What follows belongs to an exercise in optimizing a design on an open flow for small area and a short achievable clock period; a production flow would make more cautious choices.
Function was checked by simulation only, so behaviour that the tests miss may differ from the original.
Power figures rest on the tool's default switching activity, not on a simulated workload.

== v25 ==
## alu_decode_stage
module alu_decode_stage
#(
  parameter int XLEN = 32
) (
  input  logic            clk,
  input  logic            rst,
  input  logic            in_valid,
  output logic            in_ready,
  input  logic [31:0]     instr,
  input  logic            wb_en,
  input  logic [4:0]      wb_addr,
  input  logic [XLEN-1:0] wb_data,
  output logic            out_valid,
  input  logic            out_ready,
  output logic [XLEN-1:0] A,
  output logic [XLEN-1:0] rs2,
  output logic [XLEN-1:0] immS,
  output logic [XLEN-1:0] immI,
  output logic [1:0]      IRMUX,
  output logic [3:0]      op_code,
  output logic [4:0]      rd_addr,
  output logic            rd_we,
  output logic            illegal
);
Size in the first run: roughly 3,700 cells after synthesis, about 220 I/O pins, roughly 0.049 sq mm of cells after synthesis.
Settings: LEC_CHECK=0, CAP_MARGIN=0, CORE_MARGIN=2, CORE_UTILIZATION=50, CTS_CLUSTER_DIAMETER=70, CTS_CLUSTER_SIZE=24, SETUP_SLACK_MARGIN=2.5, SLEW_MARGIN=0, TNS_END_PERCENT=0; clock period 5.5 ns.
standard.sh (not shown) runs the stock make flow with config.mk's settings and CLKGATE_MAP_FILE= SYNTH_SCRIPT=/design/flow/synth_recipe.tcl, a recipe that flattens the netlist after the stock synthesis.
==> flow/flow/run.sh <==
#!/bin/bash
# The standard layout (standard.sh) with these changes:
#  - synthesis: synth_recipe.tcl unchanged, preceded by abc_remap.tcl, which re-maps the logic
#    feeding in_ready for delay after the standard ABC mapping;
#  - the port buffers are plain buf_2 cells rather than the delay-buffer cell buffer_ports picks;
#  - the resizer may swap a cell for one of another footprint (MATCH_CELL_FOOTPRINT=0).
# Each tool's output goes to a log file in this folder.
set -o pipefail
W=$PWD
python3 "$W/flow/genfuncs.py" "$FLOW_HOME/platforms/sky130hd/lib/sky130_fd_sc_hd__tt_025C_1v80.lib" \
  "$W/cellfuncs.v" > genfuncs.log 2>&1 || exit 1
{ cat "$W/flow/abc_remap.tcl"; cat "$W/synth_recipe.tcl"; } > "$W/remap_synth.tcl"
export CELLFUNCS="$W/cellfuncs.v"
export BUFFER_PORTS_ARGS="-buffer_cell sky130_fd_sc_hd__buf_2"
bash standard.sh MATCH_CELL_FOOTPRINT=0 SYNTH_SCRIPT="$W/remap_synth.tcl" finish > standard_flow.log 2>&1
==> flow/flow/abc_remap.tcl <==
# Sourced ahead of the standard flow's synth_recipe.tcl. ORFS's ABC step first maps the whole design with the
# standard script, as usual. The cells in the input cone of in_ready (up to the flip-flops) are
# then turned back into logic gates, using each liberty cell's function (cellfuncs.v, made by
# genfuncs.py from the platform's liberty file), and mapped again with ABC's delay-oriented
# "map" script (ORFS's abc_area.script). Only combinational cells are re-mapped: the flip-flops
# were mapped by dfflibmap before ABC runs, so the registers are those of the standard synthesis.
proc abc {args} {
  set i [lsearch $args -script]
  set fast [lreplace $args $i [expr {$i + 1}] -script $::env(SCRIPTS_DIR)/abc_area.script]
  yosys abc {*}$args
  yosys select -set cone o:in_ready %ci*:-sky130_fd_sc_hd__edfxtp_1,sky130_fd_sc_hd__dfrtp_1
  yosys techmap -map $::env(CELLFUNCS) @cone
  yosys opt_clean
  yosys techmap
  yosys opt -fast
  yosys abc {*}$fast
}
Other scripts of this flow, unchanged in this note and not shown: flow/flow/genfuncs.py
#### Input delta (v56 over v25)
Settings: swapping 0 for 20 in CAP_MARGIN; swapping 0 for 20 in SLEW_MARGIN.
==> flow/flow/run.sh <==
#!/bin/bash
# The standard layout (standard.sh) with these changes:
#  - synthesis: synth_recipe.tcl unchanged, preceded by abc_remap.tcl, which maps the design with
#    abc_main.script and then re-maps the logic feeding in_ready for delay;
#  - the port buffers are plain buf_2 cells rather than the delay-buffer cell buffer_ports picks;
#  - the resizer may swap a cell for one of another footprint (MATCH_CELL_FOOTPRINT=0).
# Each tool's output goes to a log file in this folder.
set -o pipefail
W=$PWD
python3 "$W/flow/genfuncs.py" "$FLOW_HOME/platforms/sky130hd/lib/sky130_fd_sc_hd__tt_025C_1v80.lib" \
  "$W/cellfuncs.v" > genfuncs.log 2>&1 || exit 1
{ cat "$W/flow/abc_remap.tcl"; cat "$W/synth_recipe.tcl"; } > "$W/remap_synth.tcl"
export CELLFUNCS="$W/cellfuncs.v"
export ABC_MAIN_SCRIPT="$W/flow/abc_main.script"
export BUFFER_PORTS_ARGS="-buffer_cell sky130_fd_sc_hd__buf_2"
bash standard.sh MATCH_CELL_FOOTPRINT=0 SYNTH_SCRIPT="$W/remap_synth.tcl" finish > standard_flow.log 2>&1
==> flow/flow/abc_main.script (new file) <==
strash
&get -n
&fraig -x
&put
scorr
dc2
dretime
strash
&get -n
&dch -f
&nf -D 3000
&put
buffer -c
upsize -c -D 3000
dnsize -c -D 3000
stime -p
==> flow/flow/abc_remap.tcl <==
# Sourced ahead of the standard flow's synth_recipe.tcl. It replaces the ABC step of ORFS's synthesis:
#  1. the whole design is mapped with abc_main.script, an area-leaning script (the classic
#     fraig/scorr/dc2 clean-up, then &dch and &nf mapping with a loose delay target);
#  2. the cells in the input cone of in_ready (up to the flip-flops) are turned back into logic
#     gates, using each liberty cell's function (cellfuncs.v, made by genfuncs.py from the
#     platform's liberty file), and mapped again with ABC's delay-oriented "map" script
#     (ORFS's abc_area.script).
# Only combinational cells are mapped here: the flip-flops were mapped by dfflibmap before ABC
# runs, so the registers are those of the standard synthesis.
proc abc {args} {
  set i [lsearch $args -script]
  set main [lreplace $args $i [expr {$i + 1}] -script $::env(ABC_MAIN_SCRIPT)]
  set fast [lreplace $args $i [expr {$i + 1}] -script $::env(SCRIPTS_DIR)/abc_area.script]
  yosys abc {*}$main
  yosys select -set cone o:in_ready %ci*:-sky130_fd_sc_hd__edfxtp_1,sky130_fd_sc_hd__dfrtp_1
  yosys techmap -map $::env(CELLFUNCS) @cone
  yosys opt_clean
  yosys techmap
  yosys opt -fast
  yosys abc {*}$fast
}
Findings:
v56 finished end to end and its layout was clean on timing, DRC and antenna.
Via count is lower on v25
v56 ended up with in_ready as its end point of the critical path; v25 ended up with A[16]$_DFFE_PN_.
In the flow results for v25 and v56, the area fraction in and, or, nand and nor cells after synthesis is larger on v25.
v56 against v25: synthesized area down about 2.6%; clock slew at the register clock pins of the worst setup and hold paths now sits lower.
Here is what was changed in the inputs of v26 compared with v56.
Settings: CORE_UTILIZATION changed from 50 to 60.
==> flow/flow/run.sh <==
#!/bin/bash
# The standard layout (standard.sh) with these changes:
#  - synthesis: synth_recipe.tcl unchanged, preceded by abc_remap.tcl, which re-maps the logic
#    feeding in_ready for delay after the standard ABC mapping;
#  - the port buffers are plain buf_2 cells rather than the delay-buffer cell buffer_ports picks;
#  - the resizer may swap a cell for one of another footprint (MATCH_CELL_FOOTPRINT=0).
# Each tool's output goes to a log file in this folder.
set -o pipefail
W=$PWD
python3 "$W/flow/genfuncs.py" "$FLOW_HOME/platforms/sky130hd/lib/sky130_fd_sc_hd__tt_025C_1v80.lib" \
  "$W/cellfuncs.v" > genfuncs.log 2>&1 || exit 1
{ cat "$W/flow/abc_remap.tcl"; cat "$W/synth_recipe.tcl"; } > "$W/remap_synth.tcl"
export CELLFUNCS="$W/cellfuncs.v"
export BUFFER_PORTS_ARGS="-buffer_cell sky130_fd_sc_hd__buf_2"
bash standard.sh MATCH_CELL_FOOTPRINT=0 SYNTH_SCRIPT="$W/remap_synth.tcl" finish > standard_flow.log 2>&1
==> flow/flow/abc_remap.tcl <==
# Sourced ahead of the standard flow's synth_recipe.tcl. ORFS's ABC step first maps the whole design with the
# standard script, as usual. The cells in the input cone of in_ready (up to the flip-flops) are
# then turned back into logic gates, using each liberty cell's function (cellfuncs.v, made by
# genfuncs.py from the platform's liberty file), and mapped again with ABC's delay-oriented
# "map" script (ORFS's abc_area.script). Only combinational cells are re-mapped: the flip-flops
# were mapped by dfflibmap before ABC runs, so the registers are those of the standard synthesis.
proc abc {args} {
  set i [lsearch $args -script]
  set fast [lreplace $args $i [expr {$i + 1}] -script $::env(SCRIPTS_DIR)/abc_area.script]
  yosys abc {*}$args
  yosys select -set cone o:in_ready %ci*:-sky130_fd_sc_hd__edfxtp_1,sky130_fd_sc_hd__dfrtp_1
  yosys techmap -map $::env(CELLFUNCS) @cone
  yosys opt_clean
  yosys techmap
  yosys opt -fast
  yosys abc {*}$fast
}
removed: flow/flow/abc_main.script
Notes after the runs:
- Design area across v56 and v26: no real change.
- v26 reports a lower relative contribution of combinational cells to total power than v56 does.
- v56 -> v26: largest net degree at the start of global routing increased slightly
- In v26, power in the clock group is lower than in v56.
- Overall via count from detail_route (v26 vs. v56) increases by a few percent
- v26 ended up with a lower final worst clock skew than v56 did.
- Sort v56 and v26 by overall power after layout asc -> top: v26
- Sequential share of cell area delta (v56 -> v26): insignificant
--- input diff v26..v54 ---
Settings: a change of CORE_UTILIZATION from 60 to 50; a change of CAP_MARGIN from 20 to 0; a change of SLEW_MARGIN from 20 to 0.
==> flow/flow/run.sh <==
#!/bin/bash
# The standard layout (standard.sh) with these changes:
#  - synthesis: synth_recipe.tcl unchanged, preceded by abc_remap.tcl, which maps the design with
#    abc_main.script and then re-maps the logic feeding in_ready for delay;
#  - the port buffers are plain buf_2 cells rather than the delay-buffer cell buffer_ports picks;
#  - the resizer may swap a cell for one of another footprint (MATCH_CELL_FOOTPRINT=0).
# Each tool's output goes to a log file in this folder.
set -o pipefail
W=$PWD
python3 "$W/flow/genfuncs.py" "$FLOW_HOME/platforms/sky130hd/lib/sky130_fd_sc_hd__tt_025C_1v80.lib" \
  "$W/cellfuncs.v" > genfuncs.log 2>&1 || exit 1
{ cat "$W/flow/abc_remap.tcl"; cat "$W/synth_recipe.tcl"; } > "$W/remap_synth.tcl"
export CELLFUNCS="$W/cellfuncs.v"
export ABC_MAIN_SCRIPT="$W/flow/abc_main.script"
export BUFFER_PORTS_ARGS="-buffer_cell sky130_fd_sc_hd__buf_2"
bash standard.sh MATCH_CELL_FOOTPRINT=0 SYNTH_SCRIPT="$W/remap_synth.tcl" finish > standard_flow.log 2>&1
==> flow/flow/abc_main.script (new file) <==
strash
&get -n
&fraig -x
&put
scorr
dc2
dretime
strash
&get -n
&dch -f
&nf -D 3000
&put
buffer -c
upsize -c -D 3000
dnsize -c -D 3000
stime -p
==> flow/flow/abc_remap.tcl <==
# Sourced ahead of the standard flow's synth_recipe.tcl. It replaces the ABC step of ORFS's synthesis:
#  1. the whole design is mapped with abc_main.script, an area-leaning script (the classic
#     fraig/scorr/dc2 clean-up, then &dch and &nf mapping with a loose delay target);
#  2. the cells in the input cone of in_ready (up to the flip-flops) are turned back into logic
#     gates, using each liberty cell's function (cellfuncs.v, made by genfuncs.py from the
#     platform's liberty file), and mapped again with ABC's delay-oriented "map" script
#     (ORFS's abc_area.script).
# Only combinational cells are mapped here: the flip-flops were mapped by dfflibmap before ABC
# runs, so the registers are those of the standard synthesis.
proc abc {args} {
  set i [lsearch $args -script]
  set main [lreplace $args $i [expr {$i + 1}] -script $::env(ABC_MAIN_SCRIPT)]
  set fast [lreplace $args $i [expr {$i + 1}] -script $::env(SCRIPTS_DIR)/abc_area.script]
  yosys abc {*}$main
  yosys select -set cone o:in_ready %ci*:-sky130_fd_sc_hd__edfxtp_1,sky130_fd_sc_hd__dfrtp_1
  yosys techmap -map $::env(CELLFUNCS) @cone
  yosys opt_clean
  yosys techmap
  yosys opt -fast
  yosys abc {*}$fast
}
## What came out
Diff v26 -> v54: relative slew slack went down 0.85 points, critical path buffer and inverter count shows an increase of 1.
Going from v26 to v54, total power consumption of the routed design grows by 0.62 mW.
Delta (v54 minus v26): cell area shows no meaningful change, arrival time of data at the critical path endpoint shows a reduction of 1730 ps, power share of the sequential group shows a reduction of 1.9 points, worst setup margin shows an increase of 150 ps, share of layout cells above drive strength 1 shows an increase of 2.2 points.
v54: synthesized area is about 2.6% lower than what v26 reported.

static timing again, ports no longer ideal:
How much do the figures lean on ideal ports? The routed layouts below were timed once more, with nothing changed but the port constraints.
Step 1 sets driving cells, clkbuf_16 on the clock port and buf_2 on the other inputs (assumed; they add their load-dependent delay and slew).
Step 2 moves the port delays by t, midway between the first and last clock arrival at a register: inputs arrive t later, outputs are due t later. That takes back most of the time a late clock gives input paths.
a / b / c = no drivers / after step 1 / after step 2; a / b = the first two.
| run | shift t [ns] | slack for setup (ns) | hold WS [ns] |
|---|---|---|---|
| v25 | 0.748 | 1.905 / 1.804 / 1.147 | 0.493 / 0.493 / 0.493 |
| v56 | 0.728 | 1.944 / 1.909 / 1.284 | 0.487 / 0.487 / 0.487 |
| v26 | 0.768 | 1.793 / 1.733 / 0.965 | 0.406 / 0.353 / 0.505 |
| v54 | 0.728 | 1.945 / 1.911 / 1.266 | 0.492 / 0.492 / 0.492 |
After both steps setup and hold are still met in every run listed. For v26, which loses most, drivers alone change the setup slack by -0.060 ns; drivers and shift together by -0.828 ns.
